From an optimization exercise on the open Yosys and OpenROAD flow, aimed at small area; shortcuts taken in it are not production practice.
Function was checked by simulation only, so behaviour that the tests miss may differ from the original.
No activity file was given, so power comes from the tool's default toggle rates.

$ cat flow/config.mk
export PLATFORM = sky130hd
export DESIGN_NAME = led_cube_scan_driver
export DESIGN_NICKNAME = led_cube_scan_driver
export VERILOG_FILES = /design/flow/design.v
export SDC_FILE = /design/flow/constraint.sdc
export NUM_CORES = 4
export LEC_CHECK = 0
export CAP_MARGIN = 20
export CORE_MARGIN = 2
export CORE_UTILIZATION = 70
export CTS_BUF_LIST = sky130_fd_sc_hd__clkbuf_8
export CTS_CLUSTER_DIAMETER = 50
export CTS_CLUSTER_SIZE = 16
export PLACE_DENSITY = 0.8
export SLEW_MARGIN = 20
$ cat flow/constraint.sdc
create_clock -name core_clock -period 20.0 [get_ports {clk}]
set_input_delay 4.0000 -clock core_clock [delete_from_list [all_inputs] [get_ports {clk}]]
set_output_delay 4.0000 -clock core_clock [all_outputs]
set_load 0.01 [all_outputs]
$ cat flow/design.v
module led_cube_scan_driver #(
  parameter int          N            = 8,
  parameter int          LAYER_DWELL  = 50000,
  parameter int          BLANK_CYCLES = 500,
  parameter logic [7:0]  SYNC_BYTE    = 8'hA5
) (
  input  logic             clk,
  input  logic             reset_n,
  input  logic             enable,
  input  logic [7:0]       in_data,
  input  logic             in_valid,
  output logic             in_ready,
  output logic [N*N-1:0]   col_out,
  output logic [N-1:0]     layer_out,
  output logic             frame_tick,
  output logic [7:0]       frame_count,
  output logic             sync_err
);
  localparam int NBITS  = N * N * N;
  localparam int NBYTES = NBITS / 8;        
  localparam int AW     = (NBYTES > 1) ? $clog2(NBYTES) : 1;
  localparam int LW     = (N > 1) ? $clog2(N) : 1;
  localparam int WB     = N * N;            
  localparam int NL     = WB / 8;           
  localparam int JW     = (NL > 1) ? $clog2(NL) : 1;
  localparam int NR     = N - 1;            
  localparam int CMAX   = (LAYER_DWELL > BLANK_CYCLES) ? LAYER_DWELL : BLANK_CYCLES;
  localparam int CW     = $clog2(CMAX + 1);
  logic            r_data;       
  logic [AW-1:0]   r_bidx;       
  logic            r_pending;
  logic            r_sync_err;
  logic            w_xfer;
  logic            w_wdata;
  logic            w_last;
  logic [LW-1:0]   w_word;       
  logic [JW-1:0]   w_lane;       
  logic [WB-1:0]   r_bw0;
  logic [NR-1:0][WB-1:0] r_bk;
  logic [LW-1:0]   r_ph;
  logic [7:0]      r_stg [NL];   
  logic            w_hit_cur;    
  logic            w_hit_prev;   
  logic [WB-1:0]   w_bins;       
  logic [WB-1:0]   r_fw0;
  logic [NR-1:0][WB-1:0] r_ft;
  logic            r_fvalid;     
  logic            r_cpy;        
  logic            w_copy;
  logic            r_on;
  logic [CW-1:0]   r_cnt;
  logic [LW-1:0]   r_layer;
  logic            w_blank_first;
  logic            w_swap;
  logic [NR:0]     r_dsel;       
  logic [NR-1:0]   w_pos1;       
  logic            r_tick;
  logic [7:0]      r_count;
  assign in_ready = ~r_pending;
  assign w_xfer   = in_valid & ~r_pending;
  assign w_wdata  = w_xfer & r_data;
  assign w_last   = w_wdata & (r_bidx == AW'(NBYTES - 1));
  assign w_word   = r_bidx[AW-1 -: LW];
  assign w_lane   = r_bidx[JW-1:0];
  always_ff @(posedge clk or negedge reset_n) begin
    if (!reset_n) begin
      r_data     <= 1'b0;
      r_bidx     <= '0;
      r_sync_err <= 1'b0;
      r_pending  <= 1'b0;
    end else begin
      r_sync_err <= w_xfer & ~r_data & (in_data != SYNC_BYTE);
      if (w_xfer) begin
        if (!r_data) begin
          r_data <= (in_data == SYNC_BYTE);
        end else begin
          r_bidx <= r_bidx + AW'(1);
          if (r_bidx == AW'(NBYTES - 1)) r_data <= 1'b0;
        end
      end
      if (w_last) begin
        r_pending <= 1'b1;
      end else if (w_swap) begin
        r_pending <= 1'b0;
      end
    end
  end
  always_ff @(posedge clk) begin
    for (int j = 0; j < NL; j++) begin
      if (w_wdata && (w_word == '0) && (w_lane == JW'(j))) begin
        r_bw0[j*8 +: 8] <= in_data;
      end
    end
  end
  always_ff @(posedge clk) begin
    if (w_wdata) begin
      r_stg[w_lane] <= in_data;
    end
  end
  assign w_hit_cur  = (w_word != LW'(0)) && (r_ph == w_word - LW'(1));
  assign w_hit_prev = (w_word != LW'(1)) && (r_ph == w_word - LW'(2));
  always_comb begin
    for (int j = 0; j < NL; j++) begin
      w_bins[j*8 +: 8] = ((JW'(j) < w_lane) ? w_hit_cur : w_hit_prev) ? r_stg[j] : r_bk[0][j*8 +: 8];
    end
  end
  always_ff @(posedge clk) begin
    for (int p = 0; p < NR - 1; p++) begin
      r_bk[p] <= r_bk[p+1];
      r_ft[p] <= r_ft[p+1];
    end
    r_bk[NR-1] <= w_bins;
    r_ft[NR-1] <= w_copy ? r_bk[NR-1] : r_ft[0];
  end
  always_ff @(posedge clk or negedge reset_n) begin
    if (!reset_n) begin
      r_ph  <= '0;
      r_cpy <= 1'b0;
    end else begin
      r_ph <= (r_ph == LW'(NR - 1)) ? '0 : r_ph + LW'(1);
      if (w_swap) begin
        r_cpy <= 1'b1;
      end else if (w_wdata && (r_bidx == AW'(NL - 1))) begin
        r_cpy <= 1'b0;
      end
    end
  end
  assign w_copy = w_swap | r_cpy;
  always_ff @(posedge clk) begin
    if (w_swap) begin
      r_fw0 <= r_bw0;
    end
  end
  assign w_blank_first = ~r_on && (r_cnt == '0);
  assign w_swap        = enable && w_blank_first && (r_layer == '0) && r_pending;
  always_ff @(posedge clk or negedge reset_n) begin
    if (!reset_n) begin
      r_on    <= 1'b0;
      r_cnt   <= '0;
      r_layer <= '0;
    end else if (!enable) begin
      r_on    <= 1'b0;
      r_cnt   <= '0;
      r_layer <= '0;
    end else if (!r_on) begin
      if (r_cnt == CW'(BLANK_CYCLES - 1)) begin
        r_on  <= 1'b1;
        r_cnt <= '0;
      end else begin
        r_cnt <= r_cnt + CW'(1);
      end
    end else begin
      if (r_cnt == CW'(LAYER_DWELL - 1)) begin
        r_on    <= 1'b0;
        r_cnt   <= '0;
        r_layer <= (r_layer == LW'(N - 1)) ? '0 : r_layer + LW'(1);
      end else begin
        r_cnt <= r_cnt + CW'(1);
      end
    end
  end
  always_ff @(posedge clk or negedge reset_n) begin
    if (!reset_n) begin
      r_fvalid <= 1'b0;
      r_tick   <= 1'b0;
      r_count  <= '0;
      r_dsel   <= '0;
    end else begin
      r_tick  <= w_swap;
      r_count <= r_count + {7'd0, w_swap};
      if (w_swap) begin
        r_fvalid <= 1'b1;
      end
      if (!enable) begin
        r_dsel <= '0;
      end else if (w_blank_first) begin
        if (r_layer == '0) begin
          r_dsel <= {r_fvalid | w_swap, {NR{1'b0}}};
        end else if (r_layer == LW'(1)) begin
          r_dsel <= {1'b0, r_dsel[NR] ? w_pos1 : {NR{1'b0}}};
        end
      end else begin
        r_dsel <= {r_dsel[NR], r_dsel[0], r_dsel[NR-1:1]};
      end
    end
  end
  assign w_pos1 = NR'(1) << ((r_ph == '0) ? '0 : LW'(NR) - r_ph);
  always_comb begin
    col_out = {WB{r_dsel[NR]}} & r_fw0;
    for (int p = 0; p < NR; p++) begin
      col_out = col_out | ({WB{r_dsel[p]}} & r_ft[p]);
    end
  end
  assign layer_out   = r_on ? (N'(1) << r_layer) : '0;
  assign frame_tick  = r_tick;
  assign frame_count = r_count;
  assign sync_err    = r_sync_err;
endmodule
$ cat flow/flow/run.sh
#!/bin/bash
# The standard layout (the standard.sh: standard synthesis, ORFS floorplan to
# finish), with two changes: the port buffers that ORFS inserts on every input
# and output are sky130_fd_sc_hd__buf_1 instead of the resizer's default choice,
# and clock tree synthesis adds no dummy loads.
set -euo pipefail
CTS="-sink_clustering_enable -repair_clock_nets -sink_clustering_size 16 -sink_clustering_max_diameter 50 -buf_list sky130_fd_sc_hd__clkbuf_8 -dont_use_dummy_load"
bash standard.sh "BUFFER_PORTS_ARGS=-buffer_cell sky130_fd_sc_hd__buf_1" "CTS_ARGS=$CTS" finish > standard.log 2>&1
$ cat flow/standard.sh
#!/bin/bash
# synth_recipe.tcl (not shown) runs the flow's synth.tcl, then flattens the netlist and writes it again
# the make line also repeats each setting of config.mk as NAME=value (left out here)
make -C /OpenROAD-flow-scripts/flow DESIGN_CONFIG=/design/flow/config.mk WORK_HOME=/design/flow/orfs CLKGATE_MAP_FILE= SYNTH_SCRIPT=/design/flow/synth_recipe.tcl "${@:-finish}"
==> results of run 1 <==
[synthesized netlist by cell type (4+ instances only)]
master,n
nor2b_1,4
a21oi_1,5
inv_1,15
nand3_1,17
buf_2,6
mux2i_1,9
mux2_2,81
xnor2_1,17
o311ai_0,4
dfrtp_1,51
nand2_1,29
ha_1,20
mux2_1,49
buf_1,19
and2_1,4
clkbuf_1,46
edfxtp_1,192
xor2_1,13
nor2_1,35
dfxtp_1,896
nand4_1,68
a22oi_1,256
and3_1,17
nor3_1,10
buf_6,5
o211a_1,6
o211ai_1,4
[layer usage]
layer  global-route usage [%]  up-vias
met5                        0        -
met4                     10.1        0
met3                     4.39      137
met2                     40.5      603
met1                     38.3     7803
li1                         -     7038
[sequential cells by signal, indices dropped and copies added, names as in the netlist, 8 cells and up]
name     cells
r_count      8
r_fw0       64
r_dsel       8
r_bk       448
r_stg       64
r_cnt       16
r_bw0       64
r_ft       448
[metrics by stage]
stage | total power, W | hold WS (ps)
6_report | 0.00353 | 292
5_1_grt | 0.00364 | 291
4_1_cts | 0.00355 | 279
3_5_place_dp | 0.00258 | 312
3_3_place_gp | 0.00257 | 310
2_1_floorplan | 0.00252 | 310
[path summary, 6_finish.rpt]
path                                  startpoint                     to  slack (ps)  depth (start not counted)
max                        r_dsel[5]$_DFFE_PN0P_            col_out[48]       13140                          4
min                            r_bk[353]$_DFF_P_      r_bk[289]$_DFF_P_         290                          0
max reg2reg                r_bidx[4]$_DFFE_PN0P_      r_bk[393]$_DFF_P_       16610                          6
min reg2reg                    r_bk[353]$_DFF_P_      r_bk[289]$_DFF_P_         290                          0
max in group asynchronous                reset_n  r_dsel[0]$_DFFE_PN0P_       16020                          2
min in group asynchronous                reset_n   r_count[6]$_DFF_PN0_        3480                          2
[layout make-up]
class | instances | area (um^2)
Fill cell | 2534 | 10400
Timing Repair Buffer | 119 | 542
Inverter | 15 | 56.3
Multi-Input combinational cell | 679 | 5360
Sequential cell | 1139 | 25000
Clock buffer | 82 | 1130
Tap cell | 585 | 732
[power groups by stage]
stage / combinational [W] / clock (W) / sequential (W)
floorplan: 0.000101 / 0 / 0.00242
finish: 0.000132 / 0.00101 / 0.00239
global placement: 0.000127 / 0 / 0.00245
global route: 0.000141 / 0.00110 / 0.00240
CTS: 0.000132 / 0.00102 / 0.00239
detailed placement: 0.000131 / 0 / 0.00245
[worst register-to-register path: stages (launching register included)]
cell	delay, ps
dfrtp_1	470
inv_1	140
ha_1	330
xor2_1	150
nand3_1	680
mux2i_1	1100
mux2_2	430
[cells by family after synthesis]
logic type	after synthesis	synth area share (%)
compound gates	285	7.01
xor+xnor	30	0.856
fa+ha+maj	20	0.815
buf+inv	92	1.28
flops	1139	81.4
mux	139	5.06
simple gates	205	3.62
==> results.txt, run 1 <==
* Status: timing/DRC/antenna clean
* Post-CTS Setup Repair Bufs at 0
* Fraction of registers with async set or reset after synthesis at between 4 and 5%
* Setup TNS at 0 ps
* CTS root buf: clkbuf_8
* Initial Util at roughly 70%
* Commonest non-fill, non-tap cell in the layout: dfxtp_1
* Placed cells at 2537
* Final Cell Area at roughly 33000 um^2
* Core box area at 43200 um^2
* Initial antenna violation count at 1
* Cell Area, Placed at roughly 32000 um^2
* Sw Ratio at 21.3%
* Slew @ Worst Pin at about 1100 ps
* CTS clk-pin slew, worst paths at around 90 ps
* Routed len/inst at around 23 um
* Clock power share at 28.5%
* Endpoints failing setup at 0
* Post-CTS sizing at 0
* Top delay family on crit path: flip-flops
* Primary FF master, synth: dfxtp_1
* CP Capture Type: output port
* Worst setup margin at roughly 13000 ps
* Drt first pass iters at 5
* Fraction of layout cells with a size suffix above 1 at approximately a tenth
* CP Max Fanout at 39
* Slowest cell delay on critical path at just over 900 ps
* Largest net degree at the start of global routing at 67
* Avg Cell Area, Syn at around 16 um^2
* CTS tree: yes
* Top sig layer: met4
* CP cell instances: buf_4 -> a22oi_1 -> nand4_1 -> buf_1
* Cell count after synthesis at ~1900
* Nets at around 2100
* GRT overflow at 0
* PortBufs at 94
* Sink Count at 1139
* Arrival time at the worst endpoint at around 2900 ps
* Synth warn at 1
* RD Place Congestion at approximately 0.8
* Worst slack, placed at around 13000 ps
* Die width at about 210 um
* Min Tclk post-route at 6860 ps
* Cell area after synthesis at 30700 um^2
* Lkg Pwr at around 12 nW
* Max Cap Viol at 0
* Area Overhead vs Synth at 6.88%
* Clock latency (worst-skew pair) at ~670 ps
* Via count at about 16000
* Flop pwr share at around 68%
* Post-synth top area share at 58.4%
* Vias in the first global route at 15900
* Final Max Slew Viols at 0
* Die Footprint at ~46000 um^2
* DR WL met2 at around 27 mm
* ANT cells at 0
* Logic pwr share at 3.7%
* Pint at around 0.0028 W
* Peak Freq at ~150 MHz
* Crit path kind: flop to output port
* Chip height at around 210 um
* Final std cells w/o fill at 2619
* Slew HR at a little over a quarter
* Seq/Total Area, Yosys at between 80 and 90%
* Final hold viol count at 0
* Maximum VDD drop at 0.0628 mV
* CTS Hold Bufs at 0
* Utilization after layout at 76.0%
* EDFF count, synth at between 150 and 200
* Hold Crit Class: flop to flop
* H-tree Lvls at 3
* Num ports at between 90 and 100
* Startpoint types: flop
* Total Routed Length at 59.3 mm
* Clk buf depth at 3
* Metal1 wirelength at ~26 mm
* First-pass GRT wire length at approximately 90 mm
* Yosys cell types at 47
* Sw power at about 0.00075 W
* # DRC at 0
* P per Cell Area at about 110 nW/um^2
* Gr usage total at a little over a quarter
* Routed met3 length at ~3.8 mm
* WP buf/inv at 2
* Unrepaired setup endpoints after global routing: no
* Clock skew at between 60 and 70 ps
* Drt via density at approximately 5.9
* Final period util at between 30% and 40%
* Critical Path Slowest Stage Cell: dfrtp_2
* Dpl hpwl at between 30 and 40 mm
* Syn nets at between 1500 and 2000
* Dominant cells by area after synthesis: dfxtp_1, edfxtp_1, a22oi_1
* CTS Buf Count at slightly above 80
* Post-synthesis register bit count at roughly 1100
* Initial DRC Count at approximately 1400
* WP data required at around 16000 ps
* Post-synth top area cell: dfxtp_1
* FP Rows at 76
* Most frequent cells in the layout: dfxtp_1, a22oi_1, edfxtp_1
* ANT nets after route at 0
==> inputs of run 2 (changes only) <==
==> flow/flow/run.sh (replaced) <==
#!/bin/bash
# The standard layout (standard.sh: the standard synthesis, then ORFS from
# floorplan to finish) with three changes:
# * after the standard synthesis, its combinational logic is re-mapped by ABC
#   for area (flow/remap.ys); every flip-flop instance is kept as it is, and
#   flow/equiv.ys checks the new netlist against the standard one (if that
#   check fails, the standard netlist is used);
# * the port buffers ORFS puts on every input and output are buf_1;
# * clock tree synthesis clusters 16 sinks per clkbuf_8 and adds no dummy loads.
# Each tool's output goes to a log file of its own in this folder.
set -euo pipefail
LIB=$FLOW_HOME/platforms/sky130hd/lib/sky130_fd_sc_hd__tt_025C_1v80.lib
R=$PWD/orfs/results/sky130hd/led_cube_scan_driver/base
YOSYS=$FLOW_HOME/../tools/install/yosys/bin/yosys
[[ -x $YOSYS ]] || YOSYS=yosys
CTS="-sink_clustering_enable -repair_clock_nets -sink_clustering_size 16 -sink_clustering_max_diameter 50 -buf_list sky130_fd_sc_hd__clkbuf_8 -dont_use_dummy_load"
ARGS=("BUFFER_PORTS_ARGS=-buffer_cell sky130_fd_sc_hd__buf_1" "CTS_ARGS=$CTS")

bash standard.sh "${ARGS[@]}" synth > synth.log 2>&1

cp "$R/1_2_yosys.v" std_1_2_yosys.v
sed -e "s#@LIB@#$LIB#g" -e "s#@IN@#std_1_2_yosys.v#" -e "s#@OUT@#remap_1_2_yosys.v#" flow/remap.ys > remap_run.ys
sed -e "s#@LIB@#$LIB#g" -e "s#@GOLD@#std_1_2_yosys.v#" -e "s#@GATE@#remap_1_2_yosys.v#" flow/equiv.ys > equiv_run.ys
if "$YOSYS" -s remap_run.ys > remap.log 2>&1 && "$YOSYS" -s equiv_run.ys > equiv.log 2>&1; then
  cp remap_1_2_yosys.v "$R/1_2_yosys.v"
  touch "$R/1_2_yosys.v"
  echo "using the re-mapped netlist" > netlist_choice.log
else
  echo "re-map or its check failed: using the standard netlist" > netlist_choice.log
fi

bash standard.sh "${ARGS[@]}" finish > finish.log 2>&1
==> flow/flow/equiv.ys (new file) <==
# Check that the re-mapped netlist equals the standard one: the flip-flops are
# the same instances in both, so the logic between them must be equivalent.
read_liberty -ignore_miss_func @LIB@
blackbox sky130_fd_sc_hd__*df*
read_verilog @GOLD@
rename led_cube_scan_driver gold
read_verilog @GATE@
rename led_cube_scan_driver gate
flatten gold gate
rename -hide w:_* w:*.*
opt_clean
equiv_make gold gate equiv
hierarchy -top equiv
equiv_simple
equiv_status -assert
==> flow/flow/remap.ys (new file) <==
# Re-map the combinational logic of the standard synthesis netlist for area.
# Every flip-flop instance stays as it is (name, cell type and connections).
read_liberty -ignore_miss_func @LIB@
read_verilog @IN@
hierarchy -top led_cube_scan_driver
setattr -mod -set keep_hierarchy 1 sky130_fd_sc_hd__*df*
flatten
rename -hide w:*.*
opt_clean -purge
abc -liberty @LIB@ -dont_use *lpflow* -dont_use *probe* -script "+strash;ifraig;scorr;dc2;strash;dch,-f;amap;topo"
opt_clean -purge
hilomap -singleton -hicell sky130_fd_sc_hd__conb_1 HI -locell sky130_fd_sc_hd__conb_1 LO
splitnets
opt_clean -purge
insbuf -buf sky130_fd_sc_hd__buf_4 A X
hierarchy -top led_cube_scan_driver
blackbox sky130_fd_sc_hd__*df*
stat -liberty @LIB@
write_verilog -noattr -noexpr -nohex -nodec @OUT@
--- a/flow/config.mk
+++ b/flow/config.mk
@@ -5,11 +5,11 @@
 export SDC_FILE = /design/flow/constraint.sdc
 export NUM_CORES = 4
 export LEC_CHECK = 0
-export CAP_MARGIN = 20
+export CAP_MARGIN = 0
 export CORE_MARGIN = 2
 export CORE_UTILIZATION = 70
 export CTS_BUF_LIST = sky130_fd_sc_hd__clkbuf_8
 export CTS_CLUSTER_DIAMETER = 50
 export CTS_CLUSTER_SIZE = 16
 export PLACE_DENSITY = 0.8
-export SLEW_MARGIN = 20
+export SLEW_MARGIN = 0
==> run 2 against run 1 <==
Still clean. Cell count shrank 0.34%. Synthesized area shrank 3.5%. Clock skew fell by 42 ps. Critical endpoint is now col_out[11]. Largest power group unchanged.
==> results.txt, run 2 <==
* Status: timing/DRC/antenna clean
* Cell count after synthesis at about 1900
* Largest net degree at the start of global routing at 57
* PortBufs at 94
* Cell area after synthesis at 29600 um^2
* Chip height at about 210 um
* Core box area at roughly 42000 um^2
* Hold Crit Class: flop to flop
* # DRC at 0
* Commonest non-fill, non-tap cell in the layout: dfxtp_1
* Clock skew at between 20 and 30 ps
* Slew @ Worst Pin at ~1200 ps
* CTS clk-pin slew, worst paths at around 100 ps
* Top flop regs: r_bk x448, r_ft x448
* CTS root buf: clkbuf_8
* Maximum VDD drop at 0.0839 mV
* Clk buf depth at 3
* CP Capture Type: output port
* ANT cells at 0
* FP Rows at 75
* Initial DRC Count at between 2000 and 2500
* Endpoints failing setup at 0
* CTS Buf Count at 81
* Die Footprint at between 40000 and 50000 um^2
* Register-to-register setup slack at between 15000 and 20000 ps
* Avg Cell Area, Syn at between 15 and 20 um^2
* Footprint of the multi-input gates at 4410 um^2
* P per Cell Area at 160 nW/um^2
* Via count at between 15000 and 20000
* CTS Hold Bufs at 0
* Post-CTS sizing at 0
* WP data required at ~16000 ps
* Sw power at about 0.0014 W
* CTS tree: yes
* Initial Util at 70.8%
* Logic pwr share at a little under an eighth
* Hold Slack at approximately 310 ps
* Most frequent cells in the layout: dfxtp_1, edfxtp_1, a22o_1
* Syn nets at around 1900
* Peak Freq at about 130 MHz
* GRT overflow at 0
* Startpoint types: flop
* Sink Count at around 1100
* Drt first pass iters at 7
* Area Overhead vs Synth at 8.16%
* ANT nets after route at 0
* Pint at ~0.0037 W
* Arrival time at the worst endpoint at about 3600 ps
* Lkg Pwr at roughly 12 nW
* Utilization after layout at between 70% and 80%
* Sw Ratio at between 20% and 30%
* Gr usage total at roughly 28%
* Nets at about 2100
* Dpl hpwl at roughly 34 mm
* Die width at 210 um
* Final hold viol count at 0
* Drt via density at about 6.2
* Clock power share at approximately 20%
* Fillers at between 2000 and 2500
* Vias in the first global route at between 15000 and 20000
* Unrepaired setup endpoints after global routing: no
* Num ports at 95
* Final Max Slew Viols at 0
* Routed len/inst at roughly 23 um
* Crit path kind: flop to output port
* Post-CTS Setup Repair Bufs at 0
* Max Cap Viol at 0
* Final period util at 38.2%
* Flop pwr share at 68.7%
* Synth warn at 1
* RD Place Congestion at between 0.8 and 0.9
* Min Tclk post-route at between 7000 and 8000 ps
* Clock latency (worst-skew pair) at between 600 and 700 ps
* H-tree Lvls at 3
* Reg area at 25000 um^2
* First-pass GRT wire length at between 90 and 100 mm
* CP Max Fanout at between 50 and 60
* Fraction of layout cells with a size suffix above 1 at under 10%
* Initial antenna violation count at 0
* Setup TNS at 0 ps
* Slew HR at roughly 22%
* Total Routed Length at 60.9 mm
==> run 2: per-layer routing <==
layer  global-route usage (%)  wire length, um  share of wire (%)
met5                        0                0                  0
met4                     9.39             1430                2.3
met3                     4.88             4450                7.3
met2                     44.2            28600                 47
met1                     40.6            26400                 43
==> run 2: path summary, 6_finish.rpt <==
kind / from / to / depth (start not counted)
max: r_dsel[0]$_DFFE_PN0P_ / col_out[11] / 6
min: r_bk[268]$_DFF_P_ / r_bk[204]$_DFF_P_ / 0
max reg2reg: r_cnt[13]$_DFF_PN0_ / r_ft[399]$_DFF_P_ / 12
min reg2reg: r_bk[268]$_DFF_P_ / r_bk[204]$_DFF_P_ / 0
max in group asynchronous: reset_n / r_dsel[3]$_DFFE_PN0P_ / 2
min in group asynchronous: reset_n / r_cnt[6]$_DFF_PN0_ / 2
==> run 2: power by group through the flow <==
stage	Sequential, W	Clock (W)	Combinational [W]
2_1_floorplan	0.00341	0	0.000370
3_3_place_gp	0.00350	0	0.000580
3_5_place_dp	0.00354	0	0.000598
4_1_cts	0.00351	0.00102	0.000602
5_1_grt	0.00359	0.00110	0.000654
6_report	0.00352	0.00100	0.000602
==> run 2: area by class of cell <==
type,instances,area share [%]
repair buffers,126,1.85
flip-flops and latches,1139,78.0
clock buffers,81,3.48
well taps,539,2.10
inverters,69,0.808
multi-input cells,656,13.8
==> run 2: worst max-delay path, cell delays in order (launching register included) <==
cell	delay [ps]
dfrtp_2	350
buf_4	690
clkinv_1	980
o21ai_0	500
a221oi_1	90
nand3_1	190
buf_1	170
==> run 2: stage by stage <==
step	instances	worst slack [ps]	instance area, um^2	total power [W]
floorplan	1864	6740	29600	0.00378
global placement	2529	13170	30900	0.00408
detailed placement	2529	13080	30900	0.00414
CTS	2610	12370	32000	0.00513
global route	2610	12260	32000	0.00534
finish	2610	12360	32000	0.00512
==> inputs of run 3 (changes only) <==
==> flow/config.mk (replaced) <==
export PLATFORM = sky130hd
export DESIGN_NAME = led_cube_scan_driver
export DESIGN_NICKNAME = led_cube_scan_driver
export VERILOG_FILES = /design/flow/design.v
export SDC_FILE = /design/flow/constraint.sdc
export NUM_CORES = 4
export LEC_CHECK = 0
export CAP_MARGIN = 20
export CORE_MARGIN = 2
export CORE_UTILIZATION = 85
export CTS_BUF_LIST = sky130_fd_sc_hd__clkbuf_8
export CTS_CLUSTER_DIAMETER = 50
export CTS_CLUSTER_SIZE = 16
export PLACE_DENSITY = 0.92
export SLEW_MARGIN = 20
==> run 3 against run 2 <==
Critical path type unchanged. Maximum frequency up 6.3%. Worst hold slack worse by 27 ps. Utilization up 16 points. Sequential cell count unchanged. Sequential power up 5%. Largest cell class unchanged. Synthesized area unchanged. Clock power up 8%. Clock skew up 41 ps. Sequential share of layout area up 0.22 points. Total power up 6.8%.
==> results.txt, run 3 <==
* CTS Buf Count at a little over 80
* Max Cap Viol at 0
* WP data required at between 15000 and 20000 ps
* Clock power share at between 10% and 20%
* Die Footprint at 36400 um^2
* Final period util at 35.9%
* Post-CTS sizing at 0
* Initial antenna violation count at 4
* Fillers at between 800 and 900
* ANT nets after route at 0
* Vias in the first global route at ~19000
* Logic pwr share at between 10% and 20%
* Die width at between 150 and 200 um
* Post-CTS Setup Repair Bufs at 0
* Most frequent cells in the layout: dfxtp_1, edfxtp_1, a22o_1
* Slew @ Worst Pin at ~1100 ps
* Arrival time at the worst endpoint at approximately 3200 ps
* Hold Crit Class: flop to flop
* Status: timing/DRC/antenna clean
* CP Max Fanout at 41
* Unrepaired setup endpoints after global routing: no
* PortBufs at 94
* Initial Util at roughly 86%
* H-tree Lvls at 3
* Critical Path Slowest Stage Cell: dfrtp_2
* First-pass GRT wire length at ~120 mm
* CP cell instances: buf_4 -> a22oi_1 -> o2111ai_1 -> buf_1
* Clock latency (worst-skew pair) at 700 ps
* Fraction of layout cells with a size suffix above 1 at 6.19%
* Sw Ratio at between 30% and 40%
* Footprint of the multi-input gates at 4440 um^2
* Area Overhead vs Synth at 7.86%
* Gr usage total at around 45%
* Final hold viol count at 0
* Placed cells at roughly 2400
* Initial DRC Count at about 3700
* CTS root buf: clkbuf_8
* Flop pwr share at 67.4%
* Maximum VDD drop at between 0.1 and 0.15 mV
* Cell count after synthesis at around 1900
* Largest net degree at the start of global routing at 65
* Drt via density at roughly 7.5
* Synth warn at 1
* Crit path kind: flop to output port
* Min Tclk post-route at between 7000 and 8000 ps
* Slew HR at ~29%
* GRT overflow at 0
* Core box area at between 30000 and 40000 um^2
* Final std cells w/o fill at between 2000 and 3000
* Sw power at approximately 0.0017 W
* Drt first pass iters at 14
* Top flop regs: r_bk x448, r_ft x448
* Peak Freq at approximately 140 MHz
* Startpoint types: flop
* Num ports at 95
* Sink Count at 1139
* Clk buf depth at 3
* Setup TNS at 0 ps
* Endpoints failing setup at 0
* RD Place Congestion at 0.853
* Nets at 2083
* CTS tree: yes
* Total Routed Length at between 80 and 90 mm
* Via count at about 19000
* CTS clk-pin slew, worst paths at around 100 ps
* Lkg Pwr at around 12 nW
* CP Capture Type: output port
* Reg area at about 25000 um^2
* Commonest non-fill, non-tap cell in the layout: dfxtp_1
* Routed len/inst at approximately 34 um
* Clock skew at 68.7 ps
* Chip height at 191 um
* CTS Hold Bufs at 0
* FP Rows at 68
* Cell area after synthesis at approximately 30000 um^2
* Pint at 0.00375 W
* Avg Cell Area, Syn at ~16 um^2
* Syn nets at 1876
* Final Max Slew Viols at 0
* Slowest cell delay on critical path at about 970 ps
* # DRC at 0
* P per Cell Area at ~170 nW/um^2
* Dpl hpwl at roughly 40 mm
## run 3: path summary, 6_finish.rpt
kind                                          to  cells past startpoint                  start  slack (ps)
setup / recovery                     col_out[17]                      4  r_dsel[7]$_DFFE_PN0P_       12810
hold / removal                 r_bk[172]$_DFF_P_                      0      r_bk[236]$_DFF_P_         290
min in group asynchronous  r_bidx[2]$_DFFE_PN0P_                      2                reset_n        3420
max in group asynchronous  r_dsel[4]$_DFFE_PN0P_                      2                reset_n       16090
hold reg to reg                r_bk[172]$_DFF_P_                      0      r_bk[236]$_DFF_P_         290
setup reg to reg               r_ft[440]$_DFF_P_                     11     r_cnt[5]$_DFF_PN0_       15430
## run 3: layout make-up
| class | instances | share of cell area [%] |
|---|---|---|
| inverter | 69 | 0.811 |
| tap | 455 | 1.78 |
| multi-input combinational | 656 | 13.9 |
| clock buffer | 81 | 3.49 |
| sequential | 1139 | 78.2 |
| timing repair buffer | 124 | 1.81 |
| antenna | 2 | 0.0157 |
## run 3: metal layers
| metal | wire length, um | vias to the layer above | track usage, % |
|---|---|---|---|
| met3 | 11300 | 547 | 11.3 |
| li1 | - | 7250 | - |
| met5 | 26 | - | 0 |
| met4 | 6870 | 4 | 28.4 |
| met1 | 27900 | 8968 | 56.4 |
| met2 | 40300 | 2073 | 72.4 |
## run 3: metrics by stage
step	total power (W)	hold slack [ps]	util [%]	setup slack (ps)	cell area, um^2
final	0.00547	287	92.7	12810	32000
after CTS	0.00532	289	92.6	13000	31900
after floorplan	0.00378	310	-	6740	29600
after global placement	0.00406	310	89.4	13600	30800
after detailed placement	0.00420	312	89.4	13310	30800
after global routing	0.00555	277	92.7	12850	31900
## run 3: power groups by stage
stage	Clock, W	Combinational, W	Sequential (W)
6_report	0.00108	0.000706	0.00369
4_1_cts	0.00104	0.000662	0.00362
3_5_place_dp	0	0.000607	0.00359
3_3_place_gp	0	0.000560	0.00350
2_1_floorplan	0	0.000370	0.00341
5_1_grt	0.00113	0.000720	0.00370
## run 3: worst max-delay path: cells and delay by family, from the launching register on
kind,cells,cell delay (ps)
flip-flops,1,970
buffers and inverters,2,930
AO/OA/AOI/OAI,2,540
==> inputs of run 4 (changes only) <==
--- a/flow/config.mk
+++ b/flow/config.mk
@@ -7,9 +7,9 @@
 export LEC_CHECK = 0
 export CAP_MARGIN = 20
 export CORE_MARGIN = 2
-export CORE_UTILIZATION = 85
+export CORE_UTILIZATION = 60
 export CTS_BUF_LIST = sky130_fd_sc_hd__clkbuf_8
 export CTS_CLUSTER_DIAMETER = 50
 export CTS_CLUSTER_SIZE = 16
-export PLACE_DENSITY = 0.92
+export PLACE_DENSITY = 0.7
 export SLEW_MARGIN = 20
==> run 4 against run 3 <==
Setup slack improved by 24 ps. Critical path type unchanged. Still clean on timing, DRC and antenna. Largest power group unchanged. Critical path depth is the same. Critical endpoint is now col_out[58]. Utilization fell by 27 points.
==> results.txt, run 4 <==
* Initial antenna violation count at 0
* Crit path kind: flop to output port
* Avg Cell Area, Syn at approximately 16 um^2
* Drt first pass iters at 9
* Initial DRC Count at about 1600
* CTS clk-pin slew, worst paths at 90 ps
* Synth warn at 1
* Flop pwr share at between 60 and 70%
* Chip height at between 200 and 250 um
* Routed len/inst at about 22 um
* Logic pwr share at 11.8%
* Startpoint types: flop
* PortBufs at 94
* Worst slack, placed at ~13000 ps
* Final std cells w/o fill at between 2000 and 3000
* Most frequent cells in the layout: dfxtp_1, edfxtp_1, a22o_1
* Max Cap Viol at 0
* Post-CTS sizing at 0
* Post-CTS Setup Repair Bufs at 0
* Sw Ratio at between 20% and 30%
* Min Tclk post-route at between 7000 and 8000 ps
* Sink Count at about 1100
* Unrepaired setup endpoints after global routing: no
* Reg-to-Reg End: r_ft[406]$_DFF_P_
* Final period util at roughly 36%
* First-pass GRT wire length at between 90 and 100 mm
* Peak Freq at 140 MHz
* GRT overflow at 0
* Arrival time at the worst endpoint at about 3200 ps
* CTS Hold Bufs at 0
* Placed cells at 2655
* R2R depth at 12
* Clk buf depth at 3
* Syn nets at 1876
* FP Rows at a little over 80
* Endpoints failing setup at 0
* Hold Crit Class: flop to flop
* CP Max Fanout at 24
* Crit path to: col_out[58]
* Reg2reg start: r_cnt[12]$_DFF_PN0_
* Nets at 2088
* Top flop regs: r_bk x448, r_ft x448
* Num ports at 95
* Area Overhead vs Synth at 8.87%
* Final Cell Area at 32300 um^2
* CTS Buf Count at 83
* Worst setup margin at 12830 ps
* Slew @ Worst Pin at 1110 ps
* Clock power share at ~20%
* Sw power at 0.00136 W
* ANT nets after route at 0
* Die Footprint at roughly 50000 um^2
* Vias in the first global route at approximately 16000
* Final hold viol count at 0
* Fillers at between 3000 and 4000
* Final Max Slew Viols at 0
* Register-to-register setup slack at ~16000 ps
* Core box area at roughly 50000 um^2
* WP data required at 16000 ps
* Lkg Pwr at about 12 nW
* Largest net degree at the start of global routing at between 60 and 70
* # DRC at 0
* P per Cell Area at roughly 160 nW/um^2
* Dpl hpwl at between 30 and 40 mm
* CP Capture Type: output port
* Gr usage total at a little under a quarter
* CTS tree: yes
* Initial Util at roughly three fifths
* Cell area after synthesis at a little under 30000 um^2
* Total Routed Length at 60.2 mm
* Maximum VDD drop at between 0.07 and 0.08 mV
* Cell count after synthesis at between 1500 and 2000
* Cell Area, Placed at about 31000 um^2
* RD Place Congestion at 0.852
* Commonest non-fill, non-tap cell in the layout: dfxtp_1
* H-tree Lvls at 3
* Slew HR at 25.8%
* Setup TNS at 0 ps
* Clock latency (worst-skew pair) at about 690 ps
* Fraction of layout cells with a size suffix above 1 at 6.32%
* Clock skew at about 60 ps
* Die width at between 200 and 250 um
* Pint at 0.00376 W
* Drt via density at 5.79
* CTS root buf: clkbuf_8
* Via count at between 15000 and 20000
* Hold Slack at between 200 and 300 ps
* Critical path origin: r_dsel[0]$_DFFE_PN0P_
* Status: timing/DRC/antenna clean
run 4: area by class of cell:
type	instances	area [um^2]	share of cell area [%]
antenna	1	2.50	0.00776
clock buffer	83	1140	3.54
inverter	69	259	0.803
multi-input combinational	656	4430	13.7
sequential	1139	25000	77.5
tap	664	831	2.58
timing repair buffer	127	602	1.87
run 4: worst min path at each step:
stage,from,endpoint,slack (ps),cells past startpoint
global placement,r_bk[383]$_DFF_P_,r_bk[319]$_DFF_P_,310,0
global route,r_bk[208]$_DFF_P_,r_bk[144]$_DFF_P_,290,0
finish,r_bk[323]$_DFF_P_,r_bk[259]$_DFF_P_,290,0
floorplan,r_bk[64]$_DFF_P_,r_bk[0]$_DFF_P_,310,0
CTS,r_bk[323]$_DFF_P_,r_bk[259]$_DFF_P_,280,0
detailed placement,r_bk[134]$_DFF_P_,r_bk[70]$_DFF_P_,310,0
run 4: worst max-delay path, cell delays in order, from the launching register on:
cell and delay, ps:
dfrtp_2 350, buf_4 390, clkinv_1 890, o2111ai_1 660, buf_1 200
run 4: metrics by stage:
stage | total power (W) | util [%]
after floorplan | 0.00378 | -
after global placement | 0.00409 | 63.7
after detailed placement | 0.00414 | 63.7
after CTS | 0.00514 | 66.0
after global routing | 0.00535 | 66.0
final | 0.00512 | 66.0
run 4: power by group through the flow:
stage                     Clock (W)  Sequential (W)  Combinational [W]
after floorplan                   0         0.00341           0.000370
after CTS                   0.00104         0.00350           0.000607
final                       0.00102         0.00350           0.000602
after global routing        0.00112         0.00358           0.000658
after detailed placement          0         0.00353           0.000604
after global placement            0         0.00349           0.000592
run 4: metal layers:
layer  up-vias  GRT usage, %  share of wire, %  routed length (um)
li1       7257             -                 -                   -
met5         -             0                 0                   0
met4         0          8.06               2.0                1220
met1      7948          34.9                46               27600
met3        87          4.15               6.7                4030
met2       564          36.5                45               27300
==> inputs of run 5 (changes only) <==
--- a/flow/config.mk
+++ b/flow/config.mk
@@ -7,9 +7,11 @@
 export LEC_CHECK = 0
 export CAP_MARGIN = 20
 export CORE_MARGIN = 2
-export CORE_UTILIZATION = 60
+export CORE_UTILIZATION = 70
 export CTS_BUF_LIST = sky130_fd_sc_hd__clkbuf_8
 export CTS_CLUSTER_DIAMETER = 50
 export CTS_CLUSTER_SIZE = 16
-export PLACE_DENSITY = 0.7
+export GPL_ROUTABILITY_DRIVEN = 0
+export GPL_TIMING_DRIVEN = 0
+export PLACE_DENSITY = 0.8
 export SLEW_MARGIN = 20
==> run 5 against run 4 <==
Still clean on timing, DRC and antenna. Final area is 0.22% higher. Register-to-register slack worse by 400 ps. Non-clock buffer count is 4 lower. Sequential share of layout area is 0.11 points lower. Critical path depth unchanged. Wire length grew 4.0%. Die area shrank 14%. Maximum frequency down 2.7%. Highest routed layer unchanged.
==> results.txt, run 5 <==
* CTS Hold Bufs at 0
* Lkg Pwr at about 12 nW
* Final Cell Area at 32300 um^2
* Slowest cell delay on critical path at approximately 760 ps
* Num ports at 95
* Critical Path Slowest Stage Cell: dfrtp_4
* Sink Count at roughly 1100
* GR Util met3 at ~5.6%
* First-pass GRT wire length at between 90 and 100 mm
* Fraction of layout cells with a size suffix above 1 at 6.81%
* Post-CTS sizing at 0
* Setup TNS at 0 ps
* Dpl hpwl at 35.6 mm
* Flop pwr share at around two thirds
* Cell area after synthesis at around 30000 um^2
* Crit path kind: flop to output port
* CP Capture Type: output port
* Endpoints failing setup at 0
* Clock skew at ~35 ps
* Unrepaired setup endpoints after global routing: no
* CP cell instances: buf_12 -> clkinv_1 -> o2111ai_1 -> buf_1
* Slew @ Worst Pin at roughly 1000 ps
* Final hold viol count at 0
* Nets at ~2100
* Syn nets at roughly 1900
* Final Power at 0.00517 W
* Top flop regs: r_bk x448, r_ft x448
* Reg-to-Reg End: r_ft[401]$_DFF_P_
* Clk buf depth at 3
* Clock latency (worst-skew pair) at 660 ps
* GRT overflow at 0
* M1 GR Usage at ~40%
* Reg2reg start: r_cnt[13]$_DFF_PN0_
* Via count at around 16000
* Worst slack, placed at roughly 13000 ps
* ANT nets after route at 0
* Startpoint types: flop
* Met2 GRT Util at about 46%
* Slew HR at about a third
* Min Tclk post-route at between 7000 and 8000 ps
* Vias in the first global route at around 17000
* Max Cap Viol at 0
* FP Rows at 75
* Final period util at 36.8%
* Worst setup margin at ~13000 ps
* Chip height at ~210 um
* Drt first pass iters at 8
* Critical path origin: r_dsel[0]$_DFFE_PN0P_
* Arrival time at the worst endpoint at between 3000 and 4000 ps
* PortBufs at 94
* Initial antenna violation count at 3
* Gr usage total at a little under 30%
* Logic pwr share at a little under an eighth
* Area Overhead vs Synth at 9.10%
* CTS clk-pin slew, worst paths at 100 ps
* Initial DRC Count at 1976
* CTS Buf Count at 82
* Post-CTS Setup Repair Bufs at 0
* # DRC at 0
* CTS root buf: clkbuf_8
* Most frequent cells in the layout: dfxtp_1, edfxtp_1, a22o_1
* Routed len/inst at 24.0 um
* Crit path to: col_out[15]
* R2R depth at 13
* Drt via density at 6.20
* WP data required at 16000 ps
* GRT Max-Usage Layer: met2
* Sw Ratio at between 20% and 30%
* Avg Cell Area, Syn at between 15 and 20 um^2
* CP Max Fanout at 28
* Utilization after layout at between 70% and 80%
* Core box area at 41900 um^2
* Pint at 0.00377 W
* Total Routed Length at between 60 and 70 mm
* Status: timing/DRC/antenna clean
* P per Cell Area at roughly 160 nW/um^2
* Maximum VDD drop at ~0.074 mV
* Final Max Slew Viols at 0
* Clock power share at 19.7%
* Synth warn at 1
* Die Footprint at 44000 um^2
* H-tree Lvls at 3
* CTS tree: yes
* Peak Freq at between 100 and 150 MHz
* Sw power at between 0.001 and 0.0015 W
* Die width at 210 um
* Commonest non-fill, non-tap cell in the layout: dfxtp_1
* Initial Util at between 70% and 80%
* Register-to-register setup slack at about 16000 ps
* Largest net degree at the start of global routing at 80
* Hold Crit Class: flop to flop
* Cell count after synthesis at roughly 1900
* Cell Area, Placed at 31200 um^2
run 5: cell count changes in the layout (fill, tap and decap cells not counted), moves of 4 or more:
| cell | before | now |
|---|---|---|
| buf_2 | 0 | 12 |
| buf_1 | 93 | 85 |
| dfrtp_2 | 8 | 0 |
| nor3_2 | 2 | 7 |
| buf_12 | 0 | 4 |
| nor3_1 | 13 | 8 |
| dfrtp_4 | 0 | 8 |
| buf_4 | 33 | 13 |
| buf_16 | 0 | 8 |
run 5: worst min path at each step:
stage | start | to | slack (ps) | cells after the start
after global placement | r_bk[127]$_DFF_P_ | r_bk[63]$_DFF_P_ | 310 | 0
after detailed placement | r_bk[83]$_DFF_P_ | r_bk[19]$_DFF_P_ | 310 | 0
after floorplan | r_bk[64]$_DFF_P_ | r_bk[0]$_DFF_P_ | 310 | 0
after CTS | r_bk[239]$_DFF_P_ | r_bk[175]$_DFF_P_ | 300 | 0
final | r_bk[239]$_DFF_P_ | r_bk[175]$_DFF_P_ | 300 | 0
after global routing | r_bk[239]$_DFF_P_ | r_bk[175]$_DFF_P_ | 300 | 0
run 5: layout make-up:
type | count | area, um^2
sequential | 1139 | 25000
antenna | 1 | 2.50
fill | 2345 | 9530
multi-input combinational | 656 | 4450
clock buffer | 82 | 1130
inverter | 69 | 264
timing repair buffer | 123 | 788
tap | 539 | 674
run 5: metrics by stage:
step / hold slack (ps) / cells
2_1_floorplan: 310 / 1864
3_3_place_gp: 310 / 2497
3_5_place_dp: 312 / 2526
4_1_cts: 299 / 2608
5_1_grt: 299 / 2608
6_report: 295 / 2609
run 5: layer usage:
metal | up-vias | part of all wire [%]
li1 | 7248 | -
met1 | 8050 | 41
met2 | 736 | 47
met3 | 135 | 8.3
met4 | 0 | 3.2
met5 | - | 0
run 5: power by group through the flow:
stage / Combinational (W) / Sequential (W) / Clock, W
after floorplan: 0.000370 / 0.00341 / 0
final: 0.000622 / 0.00353 / 0.00102
after global placement: 0.000545 / 0.00352 / 0
after global routing: 0.000670 / 0.00360 / 0.00111
after detailed placement: 0.000611 / 0.00355 / 0
after CTS: 0.000620 / 0.00352 / 0.00103
run 5: worst max-delay path: cells and delay by family, from the launching register on:
kind	cells	cell delay, ps
buffers and inverters	3	1250
AOI/OAI and AO/OA	1	700
DFF	1	760
==> inputs of run 6 (changes only) <==
--- a/flow/config.mk
+++ b/flow/config.mk
@@ -11,7 +11,5 @@
 export CTS_BUF_LIST = sky130_fd_sc_hd__clkbuf_8
 export CTS_CLUSTER_DIAMETER = 50
 export CTS_CLUSTER_SIZE = 16
-export GPL_ROUTABILITY_DRIVEN = 0
-export GPL_TIMING_DRIVEN = 0
 export PLACE_DENSITY = 0.8
 export SLEW_MARGIN = 20
==> run 6 against run 5 <==
Still clean on timing, DRC and antenna. Maximum frequency down 3.9%. Combinational power shrank 3%. Synthesized cell count unchanged. Sequential share of layout area rose by 0.60 points. Highest routed layer unchanged. Critical endpoint is now col_out[11]. Clock power is essentially flat. Clock-buffer cell count down 1. Setup slack lost 300 ps. Final area down 0.84%. Non-clock buffer count rose by 3. Critical path type unchanged. Critical path depth increased by 2. Sequential power barely moved. Synthesized area unchanged.
==> results.txt, run 6 <==
* Status: timing/DRC/antenna clean
* WP data required at 16000 ps
* CP Max Fanout at 52
* Largest net degree at the start of global routing at 57
* Sw power at around 0.0014 W
* Utilization after layout at 76.6%
* Final std cells w/o fill at between 2000 and 3000
* Logic pwr share at between 10% and 20%
* CTS root buf: clkbuf_8
* ANT nets after route at 0
* Cell area after synthesis at a little under 30000 um^2
* Final Cell Area at roughly 32000 um^2
* Most frequent cells in the layout: dfxtp_1, edfxtp_1, a22o_1
* Flop pwr share at around 69%
* Total Routed Length at a little over 60 mm
* Routed len/inst at between 20 and 25 um
* Cell Area, Placed at approximately 31000 um^2
* Fillers at 2406
* Arrival time at the worst endpoint at 3660 ps
* Clock power share at 19.6%
* CTS Buf Count at between 80 and 90
* Nets at approximately 2100
* Slew @ Worst Pin at between 900 and 1000 ps
* Dpl hpwl at ~34 mm
* First-pass GRT wire length at about 94 mm
* RD Place Congestion at around 0.86
* Min Tclk post-route at 7660 ps
* Die width at about 210 um
* Cell count after synthesis at around 1900
* H-tree Lvls at 3
* Setup TNS at 0 ps
* CTS tree: yes
* Maximum VDD drop at roughly 0.085 mV
* Core box area at ~42000 um^2
* Max Cap Viol at 0
* Final Max Slew Viols at 0
* Final hold viol count at 0
* Via count at about 16000
* Post-CTS sizing at 0
* Commonest non-fill, non-tap cell in the layout: dfxtp_1
* Initial DRC Count at between 2000 and 2500
* FP Rows at between 70 and 80
* Vias in the first global route at approximately 16000
* Drt via density at between 6 and 7
* GRT overflow at 0
* Sink Count at 1139
* Num ports at 95
* Endpoints failing setup at 0
* Crit path kind: flop to output port
* Worst slack, placed at 13080 ps
* Synth warn at 1
* Placed cells at 2529
* Avg Cell Area, Syn at between 15 and 20 um^2
* Die Footprint at 44000 um^2
* CP Capture Type: output port
* Pint at between 0.003 and 0.004 W
* ANT cells at 0
* Initial Util at just over 70%
* Startpoint types: flop
* PortBufs at 94
* Initial antenna violation count at 0
* Sw Ratio at a little over a quarter
* P per Cell Area at 160 nW/um^2
* Clk buf depth at 3
* Unrepaired setup endpoints after global routing: no
* Fraction of layout cells with a size suffix above 1 at between 6 and 7%
* Top flop regs: r_bk x448, r_ft x448
* Drt first pass iters at 9
* Slew HR at 34.3%
* Worst setup margin at about 12000 ps
* # DRC at 0
* CTS clk-pin slew, worst paths at approximately 100 ps
* Clock skew at 30.6 ps
* CTS Hold Bufs at 0
* Area Overhead vs Synth at 8.18%
* Syn nets at roughly 1900
* Gr usage total at around 28%
* Lkg Pwr at ~12 nW
* Peak Freq at 130 MHz
* Chip height at ~210 um
* Clock latency (worst-skew pair) at between 600 and 700 ps
* Final period util at between 30% and 40%
* Hold Crit Class: flop to flop
* Post-CTS Setup Repair Bufs at 0
run 6: worst max-delay path: stages (launching register included):
cell and delay, ps:
dfrtp_2 350, buf_4 680, clkinv_1 990, o21ai_0 510, a221oi_1 90, nand3_1 200, buf_1 170
run 6: cell type report:
cell class	instances	area (um^2)	share of cell area, %
multi-input cells	656	4420	13.8
well taps	539	674	2.10
clock buffers	81	1110	3.48
flip-flops and latches	1139	25000	78.0
repair buffers	126	594	1.85
inverters	69	259	0.808
run 6: power groups by stage:
stage / combinational, W / sequential [W] / clock [W]
final: 0.000603 / 0.00352 / 0.00100
after global routing: 0.000655 / 0.00359 / 0.00110
after CTS: 0.000602 / 0.00351 / 0.00102
after detailed placement: 0.000598 / 0.00354 / 0
after global placement: 0.000580 / 0.00350 / 0
after floorplan: 0.000370 / 0.00341 / 0
run 6: stage by stage:
stage / total power (W) / hold slack [ps]
final: 0.00513 / 315
after global routing: 0.00534 / 321
after CTS: 0.00513 / 310
after detailed placement: 0.00414 / 312
after global placement: 0.00408 / 309
after floorplan: 0.00378 / 310
run 6: worst paths after layout:
| check | from | endpoint | slack [ps] | cells past startpoint |
|---|---|---|---|---|
| setup / recovery | r_dsel[0]$_DFFE_PN0P_ | col_out[11] | 12340 | 6 |
| setup reg to reg | r_cnt[13]$_DFF_PN0_ | r_ft[399]$_DFF_P_ | 15650 | 12 |
| hold reg to reg | r_bk[125]$_DFF_P_ | r_bk[61]$_DFF_P_ | 310 | 0 |
| hold / removal | r_bk[125]$_DFF_P_ | r_bk[61]$_DFF_P_ | 310 | 0 |
| min in group asynchronous | reset_n | r_cnt[15]$_DFF_PN0_ | 3460 | 2 |
| max in group asynchronous | reset_n | r_dsel[5]$_DFFE_PN0P_ | 16050 | 2 |
run 6: per-layer routing:
metal	up-vias	part of all wire [%]	global-route usage, %
met5	-	0	0
met4	0	2.5	9.39
met3	123	8.0	4.88
met2	753	47	44.2
met1	7976	43	40.6
li1	7249	-	-
==> inputs of run 7 (changes only) <==
--- a/flow/flow/run.sh
+++ b/flow/flow/run.sh
@@ -13,7 +13,7 @@
 R=$PWD/orfs/results/sky130hd/led_cube_scan_driver/base
 YOSYS=$FLOW_HOME/../tools/install/yosys/bin/yosys
 [[ -x $YOSYS ]] || YOSYS=yosys
-CTS="-sink_clustering_enable -repair_clock_nets -sink_clustering_size 16 -sink_clustering_max_diameter 50 -buf_list sky130_fd_sc_hd__clkbuf_8 -dont_use_dummy_load"
+CTS="-sink_clustering_enable -repair_clock_nets -sink_clustering_size 20 -sink_clustering_max_diameter 40 -buf_list sky130_fd_sc_hd__clkbuf_8 -dont_use_dummy_load"
 ARGS=("BUFFER_PORTS_ARGS=-buffer_cell sky130_fd_sc_hd__buf_1" "CTS_ARGS=$CTS")
 
 bash standard.sh "${ARGS[@]}" synth > synth.log 2>&1
==> run 7 against run 6 <==
Total power up 1.1%. Combinational power about the same. Setup slack gained 3.0 ps. Sequential cell count stayed put. Via count increased by 0.80%. Wire length up 0.82%. Clock skew rose by 20 ps. Largest power group unchanged.
==> results.txt, run 7 <==
* Clock skew at 50.9 ps
* Die width at 210 um
* Maximum VDD drop at ~0.07 mV
* Sw Ratio at a little over a quarter
* Flop pwr share at 68.0%
* Initial DRC Count at between 2000 and 2500
* Routed len/inst at about 23 um
* # DRC at 0
* Top flop regs: r_bk x448, r_ft x448
* Drt first pass iters at 8
* Initial antenna violation count at 0
* Most frequent cells in the layout: dfxtp_1, edfxtp_1, a22o_1
* RD Place Congestion at 0.862
* H-tree Lvls at 3
* FP Rows at 75
* Setup TNS at 0 ps
* Largest net degree at the start of global routing at between 50 and 60
* ANT nets after route at 0
* WP data required at roughly 16000 ps
* Status: timing/DRC/antenna clean
* Chip height at 210 um
* CTS root buf: clkbuf_8
* Nets at approximately 2100
* Unrepaired setup endpoints after global routing: no
* Logic pwr share at ~12%
* Sw power at roughly 0.0014 W
* Placed cells at roughly 2500
* GRT overflow at 0
* Synth warn at 1
* Commonest non-fill, non-tap cell in the layout: dfxtp_1
* Clk buf depth at 3
* PortBufs at 94
* Drt via density at around 6.2
* CP Max Fanout at 52
* Crit path kind: flop to output port
* Initial Util at 70.8%
* Dpl hpwl at between 30 and 40 mm
* Cell count after synthesis at between 1500 and 2000
* Min Tclk post-route at roughly 7700 ps
* ANT cells at 0
* Vias in the first global route at ~16000
* Clock latency (worst-skew pair) at ~670 ps
* CTS Hold Bufs at 0
* CTS Buf Count at 91
* Max Cap Viol at 0
* Die Footprint at between 40000 and 50000 um^2
* Final std cells w/o fill at approximately 2600
* Post-CTS Setup Repair Bufs at 0
* Critical Path Slowest Stage Cell: clkinv_1
* Fraction of layout cells with a size suffix above 1 at 6.63%
* Core box area at 41900 um^2
* Gr usage total at between 20% and 30%
* Syn nets at around 1900
* First-pass GRT wire length at about 94 mm
* Endpoints failing setup at 0
* Cell area after synthesis at ~30000 um^2
* Clock power share at a little over 20%
* P per Cell Area at 161 nW/um^2
* Pint at ~0.0038 W
* Slowest cell delay on critical path at 1000 ps
* Arrival time at the worst endpoint at 3660 ps
* Utilization after layout at 76.9%
* Total Routed Length at about 61 mm
* Area Overhead vs Synth at 8.65%
* Avg Cell Area, Syn at about 16 um^2
* CTS clk-pin slew, worst paths at 110 ps
* Slew HR at 33.1%
* CP cell instances: buf_4 -> clkinv_1 -> o21ai_0 -> a221oi_1 -> nand3_1 -> buf_1
* Post-CTS sizing at 0
* Slew @ Worst Pin at roughly 990 ps
* Final hold viol count at 0
* Peak Freq at about 130 MHz
* CP Capture Type: output port
* CTS tree: yes
* Num ports at 95
* Startpoint types: flop
* Final period util at a little under two fifths
* Final Max Slew Viols at 0
* Lkg Pwr at 12.3 nW
* Sink Count at approximately 1100
* Hold Crit Class: flop to flop
* Via count at roughly 16000
==> run 7: metal layers <==
metal / share of wire, % / vias to the layer above / track usage (%)
met5: 0 / - / 0
met1: 43 / 8083 / 40.5
met4: 2.4 / 0 / 10.1
met3: 7.8 / 111 / 4.70
li1: - / 7282 / -
met2: 47 / 754 / 44.5
==> run 7: worst max-delay path, delay by kind of cell, from the launching register on <==
family / cells / cell delay (ps)
buffers and inverters: 3 / 1850
AOI/OAI and AO/OA: 2 / 580
DFF: 1 / 340
and+or+nand+nor: 1 / 190
==> run 7: per-stage QoR <==
stage	hold slack (ps)	total power [W]	setup slack (ps)	area (um^2)
after floorplan	310	0.00378	6740	29600
after global placement	309	0.00408	13170	30900
after detailed placement	312	0.00414	13080	30900
after CTS	298	0.00519	12360	32200
after global routing	290	0.00539	12260	32200
final	296	0.00518	12340	32200
==> run 7: layout make-up <==
class | instances | area (um^2)
multi-input combinational | 656 | 4420
inverter | 69 | 259
sequential | 1139 | 25000
tap | 539 | 674
fill | 2389 | 9670
timing repair buffer | 126 | 594
clock buffer | 91 | 1250
==> run 7: power groups by stage <==
stage               registers [W]  logic, W  clock network [W]
CTS                       0.00351  0.000603            0.00107
global placement          0.00350  0.000580                  0
finish                    0.00352  0.000604            0.00106
global route              0.00359  0.000654            0.00115
detailed placement        0.00354  0.000598                  0
floorplan                 0.00341  0.000370                  0
==> run 7: final timing paths <==
path	start	to	slack, ps	cells past startpoint
worst max-delay path	r_dsel[0]$_DFFE_PN0P_	col_out[11]	12340	6
worst min register to register	r_bk[169]$_DFF_P_	r_bk[105]$_DFF_P_	300	0
max in group asynchronous	reset_n	r_dsel[2]$_DFFE_PN0P_	16060	2
min in group asynchronous	reset_n	r_cnt[1]$_DFF_PN0_	3440	2
worst min-delay path	r_bk[169]$_DFF_P_	r_bk[105]$_DFF_P_	300	0
worst max register to register	r_cnt[13]$_DFF_PN0_	r_ft[399]$_DFF_P_	15670	12
==> inputs of run 8 (changes only) <==
--- a/flow/flow/run.sh
+++ b/flow/flow/run.sh
@@ -13,7 +13,7 @@
 R=$PWD/orfs/results/sky130hd/led_cube_scan_driver/base
 YOSYS=$FLOW_HOME/../tools/install/yosys/bin/yosys
 [[ -x $YOSYS ]] || YOSYS=yosys
-CTS="-sink_clustering_enable -repair_clock_nets -sink_clustering_size 20 -sink_clustering_max_diameter 40 -buf_list sky130_fd_sc_hd__clkbuf_8 -dont_use_dummy_load"
+CTS="-sink_clustering_enable -repair_clock_nets -sink_clustering_size 40 -sink_clustering_max_diameter 45 -buf_list sky130_fd_sc_hd__clkbuf_16 -dont_use_dummy_load"
 ARGS=("BUFFER_PORTS_ARGS=-buffer_cell sky130_fd_sc_hd__buf_1" "CTS_ARGS=$CTS")
 
 bash standard.sh "${ARGS[@]}" synth > synth.log 2>&1
==> run 8 against run 7 <==
Combinational power grew 2%. Via count grew 0.99%. Register-to-register slack lost 80 ps. Clock skew shrank 13 ps. Highest routed layer is now met5. Still clean on timing, DRC and antenna. Largest power group unchanged. Setup slack lost 23 ps. Die area is the same. Worst hold slack gained 6.8 ps.
==> results.txt, run 8 <==
* Maximum VDD drop at about 0.08 mV
* ANT cells at 0
* Min Tclk post-route at 7680 ps
* Fraction of layout cells with a size suffix above 1 at approximately 5.7%
* Gr usage total at about 30%
* R2R depth at 13
* CP Capture Type: output port
* CTS tree: yes
* CP Max Fanout at between 50 and 60
* Cell area after synthesis at 29600 um^2
* Vias in the first global route at between 15000 and 20000
* Syn nets at 1876
* Slew @ Worst Pin at approximately 1100 ps
* Area Overhead vs Synth at 10.4%
* Num ports at 95
* Routed len/inst at around 25 um
* Placed cells at 2529
* Initial Util at 70.8%
* Dpl hpwl at 33.6 mm
* Unrepaired setup endpoints after global routing: no
* Chip height at between 200 and 250 um
* WP buf/inv at 3
* Hold Crit Class: flop to flop
* Nets at a little over 2000
* Hold depth at 0
* Initial antenna violation count at 1
* CTS clk-pin slew, worst paths at 90 ps
* CP cell instances: buf_4 -> clkinv_1 -> o21ai_0 -> a221oi_1 -> nand3_1 -> buf_1
* Avg Cell Area, Syn at roughly 16 um^2
* Final period util at about two fifths
* PortBufs at 94
* Via count at approximately 16000
* Synth warn at 1
* Stages on the worst setup path at 6
* Top flop regs: r_bk x448, r_ft x448
* Final Max Slew Viols at 0
* Post-CTS Setup Repair Bufs at 0
* Clock latency (worst-skew pair) at roughly 600 ps
* Max Cap Viol at 0
* Critical Path Slowest Stage Cell: clkinv_1
* Sink Count at roughly 1100
* Startpoint types: flop
* WP data required at 16000 ps
* Worst setup margin at 12320 ps
* Status: timing/DRC/antenna clean
* CTS root buf: clkbuf_16
* Drt first pass iters at 7
* Commonest non-fill, non-tap cell in the layout: dfxtp_1
* Slowest cell delay on critical path at 1000 ps
* Worst slack, placed at roughly 13000 ps
* Die Footprint at 44000 um^2
* FP Rows at between 70 and 80
* Clk buf depth at 3
* Arrival time at the worst endpoint at about 3700 ps
* RD Place Congestion at ~0.86
* Total Routed Length at 64.0 mm
* # DRC at 0
* Clock skew at between 30 and 40 ps
* Most frequent cells in the layout: dfxtp_1, edfxtp_1, a22o_1
* Post-CTS sizing at 0
* Setup TNS at 0 ps
* Initial DRC Count at between 2000 and 2500
* Final std cells w/o fill at 2600
* First-pass GRT wire length at 97.9 mm
* Hold Slack at 302 ps
* GRT overflow at 0
* CTS Hold Bufs at 0
* H-tree Lvls at 3
* Drt via density at 6.30
* CTS Buf Count at 71
* Die width at approximately 210 um
* Top delay family on crit path: buffers and inverters
* Lkg Pwr at 12.5 nW
* Largest net degree at the start of global routing at 57
* Final hold viol count at 0
* Peak Freq at about 130 MHz
* Crit path kind: flop to output port
* ANT nets after route at 0
* Core box area at approximately 42000 um^2
* Slew HR at between 20 and 30%
* Endpoints failing setup at 0
* Cell count after synthesis at approximately 1900
* P per Cell Area at between 150 and 200 nW/um^2
-- run 8: cell type report --
cell class / instances / area [um^2]
Inverter: 69 / 259
Sequential cell: 1139 / 25000
Multi-Input combinational cell: 656 / 4420
Fill cell: 2274 / 9140
Clock buffer: 71 / 1780
Timing Repair Buffer: 126 / 594
Tap cell: 539 / 674
-- run 8: metrics by stage --
stage	area (um^2)	util [%]	power [W]
final	32700	78.2	0.00546
after global routing	32700	78.2	0.00566
after CTS	32700	78.1	0.00546
after detailed placement	30900	73.9	0.00414
after global placement	30900	73.9	0.00408
after floorplan	29600	-	0.00378
-- run 8: power by group --
part	internal, W	switching (W)	leakage [nW]	total (W)
combinational	0.000237	0.000377	1.74	0.000615
clock	0.000631	0.000673	0.875	0.00130
sequential	0.00315	0.000392	9.87	0.00354
-- run 8: routing by layer --
| layer | GRT usage [%] | wire, um |
|---|---|---|
| met1 | 41.0 | 26300 |
| met2 | 47.8 | 30500 |
| met3 | 4.59 | 5210 |
| met5 | 0 | 13 |
| met4 | 11.6 | 1960 |
-- run 8: worst reg2reg max path, cell delays in order (launching register included) --
cell and delay, ps:
dfrtp_1 360, clkinv_1 80, nand2_1 80, nor3_1 230, nand3_1 170, nor4_1 800
nand2_1 260, nor3_2 230, buf_4 500, nor2_4 60, inv_2 710, buf_4 610
nand2_1 150, o21ai_0 110
-- run 8: path summary, 6_finish.rpt --
path / from / endpoint / slack, ps
hold reg to reg: r_bk[217]$_DFF_P_ / r_bk[153]$_DFF_P_ / 300
setup reg to reg: r_cnt[13]$_DFF_PN0_ / r_ft[399]$_DFF_P_ / 15590
min in group asynchronous: reset_n / r_cnt[9]$_DFF_PN0_ / 3530
setup / recovery: r_dsel[0]$_DFFE_PN0P_ / col_out[11] / 12320
max in group asynchronous: reset_n / r_dsel[7]$_DFFE_PN0P_ / 15980
hold / removal: r_bk[217]$_DFF_P_ / r_bk[153]$_DFF_P_ / 300
==> inputs of run 9 (changes only) <==
--- a/flow/flow/run.sh
+++ b/flow/flow/run.sh
@@ -13,7 +13,7 @@
 R=$PWD/orfs/results/sky130hd/led_cube_scan_driver/base
 YOSYS=$FLOW_HOME/../tools/install/yosys/bin/yosys
 [[ -x $YOSYS ]] || YOSYS=yosys
-CTS="-sink_clustering_enable -repair_clock_nets -sink_clustering_size 40 -sink_clustering_max_diameter 45 -buf_list sky130_fd_sc_hd__clkbuf_16 -dont_use_dummy_load"
+CTS="-sink_clustering_enable -repair_clock_nets -sink_clustering_size 16 -sink_clustering_max_diameter 50 -buf_list {sky130_fd_sc_hd__clkbuf_4 sky130_fd_sc_hd__clkbuf_8 sky130_fd_sc_hd__clkbuf_16} -dont_use_dummy_load"
 ARGS=("BUFFER_PORTS_ARGS=-buffer_cell sky130_fd_sc_hd__buf_1" "CTS_ARGS=$CTS")
 
 bash standard.sh "${ARGS[@]}" synth > synth.log 2>&1
==> run 9 against run 8 <==
Die area did not move. Sequential power barely moved. Wire length rose by 0.42%. Clock-buffer cell count rose by 10. Critical endpoint unchanged. Sequential share of layout area fell by 0.58 points. Total power rose by 2.1%. Largest cell class unchanged.
==> results.txt, run 9 <==
* WP data required at between 15000 and 20000 ps
* Synth warn at 1
* First-pass GRT wire length at roughly 100 mm
* Top delay family on crit path: buffers and inverters
* GRT overflow at 0
* Clk buf depth at 3
* Drt via density at 6.31
* RD Place Congestion at around 0.86
* Initial antenna violation count at 0
* Crit path kind: flop to output port
* Placed cells at ~2500
* Commonest non-fill, non-tap cell in the layout: dfxtp_1
* Cell count after synthesis at 1864
* Slew @ Worst Pin at ~1000 ps
* Clock latency (worst-skew pair) at roughly 600 ps
* Endpoints failing setup at 0
* Hold Crit Class: flop to flop
* Top flop regs: r_bk x448, r_ft x448
* Largest net degree at the start of global routing at between 50 and 60
* Utilization after layout at roughly 80%
* Flop pwr share at 63.6%
* CP Max Fanout at between 50 and 60
* H-tree Lvls at 3
* Final Max Slew Viols at 0
* Fillers at around 2200
* # DRC at 0
* Min Tclk post-route at just under 8000 ps
* Core box area at 41900 um^2
* Die width at ~210 um
* Syn nets at about 1900
* ANT cells at 0
* Initial Util at around 70%
* Area Overhead vs Synth at 11.3%
* Chip height at approximately 210 um
* Final period util at approximately 38%
* Slowest cell delay on critical path at just over 1000 ps
* CTS root buf: clkbuf_16
* CP cell instances: buf_4 -> clkinv_1 -> o21ai_0 -> a221oi_1 -> nand3_1 -> buf_1
* Worst slack, placed at between 10000 and 15000 ps
* Vias in the first global route at between 15000 and 20000
* CTS Buf Count at between 80 and 90
* Routed len/inst at ~25 um
* Via count at 16500
* PortBufs at 94
* Post-CTS Setup Repair Bufs at 0
* Critical Path Slowest Stage Cell: clkinv_1
* ANT nets after route at 0
* WP buf/inv at 3
* Initial DRC Count at roughly 2200
* Num ports at 95
* Fraction of layout cells with a size suffix above 1 at under 10%
* Clock skew at around 26 ps
* Footprint of the multi-input gates at roughly 4400 um^2
* Maximum VDD drop at roughly 0.082 mV
* Worst setup margin at around 12000 ps
* CTS clk-pin slew, worst paths at about 70 ps
* Nets at between 2000 and 2500
* Startpoint types: flop
* Reg area at ~25000 um^2
* Status: timing/DRC/antenna clean
* Total Routed Length at 64.3 mm
* Peak Freq at ~130 MHz
* Arrival time at the worst endpoint at 3700 ps
* Max Cap Viol at 0
* Cell area after synthesis at just under 30000 um^2
* Slew HR at just over 30%
* Final hold viol count at 0
* Final Cell Area at between 30000 and 40000 um^2
* Drt first pass iters at 6
* CTS Hold Bufs at 0
* Final std cells w/o fill at 2610
==> run 9: worst paths after layout <==
kind	cells past startpoint	from	endpoint
hold / removal	0	r_bk[268]$_DFF_P_	r_bk[204]$_DFF_P_
min in group asynchronous	2	reset_n	r_cnt[15]$_DFF_PN0_
max in group asynchronous	2	reset_n	r_dsel[3]$_DFFE_PN0P_
hold reg to reg	0	r_bk[268]$_DFF_P_	r_bk[204]$_DFF_P_
setup / recovery	6	r_dsel[0]$_DFFE_PN0P_	col_out[11]
setup reg to reg	13	r_cnt[13]$_DFF_PN0_	r_ft[395]$_DFF_P_
==> run 9: routing by layer <==
layer  share of wire, %  global-route usage (%)  vias to the layer above
met2                 48                    47.8                      833
li1                   -                       -                     7278
met3                8.0                    5.25                      157
met4                3.2                    11.4                        0
met1                 41                    41.4                     8204
met5                  0                       0                        -
==> run 9: area by class of cell <==
cell class | instances | share of cell area (%)
clock buffer | 81 | 6.15
inverter | 69 | 0.786
multi-input combinational | 656 | 13.4
sequential | 1139 | 75.8
tap | 539 | 2.05
timing repair buffer | 126 | 1.80
==> run 9: power groups by stage <==
stage | Clock (W) | Combinational [W] | Sequential, W
floorplan | 0 | 0.000370 | 0.00341
global placement | 0 | 0.000580 | 0.00350
detailed placement | 0 | 0.000598 | 0.00354
CTS | 0.00143 | 0.000611 | 0.00353
global route | 0.00151 | 0.000665 | 0.00361
finish | 0.00141 | 0.000614 | 0.00354
==> run 9: stage by stage <==
| step | total power (W) | hold WS, ps |
|---|---|---|
| 2_1_floorplan | 0.00378 | 310 |
| 3_3_place_gp | 0.00408 | 309 |
| 3_5_place_dp | 0.00414 | 312 |
| 4_1_cts | 0.00557 | 312 |
| 5_1_grt | 0.00578 | 310 |
| 6_report | 0.00557 | 310 |

Setup slack of run 9, layout unchanged: 12.304 ns with ideal ports, 12.248 ns with driving cells assumed (clock clkbuf_16, inputs buf_2), 12.891 ns with port delays also shifted by the 0.643 ns mid clock arrival.
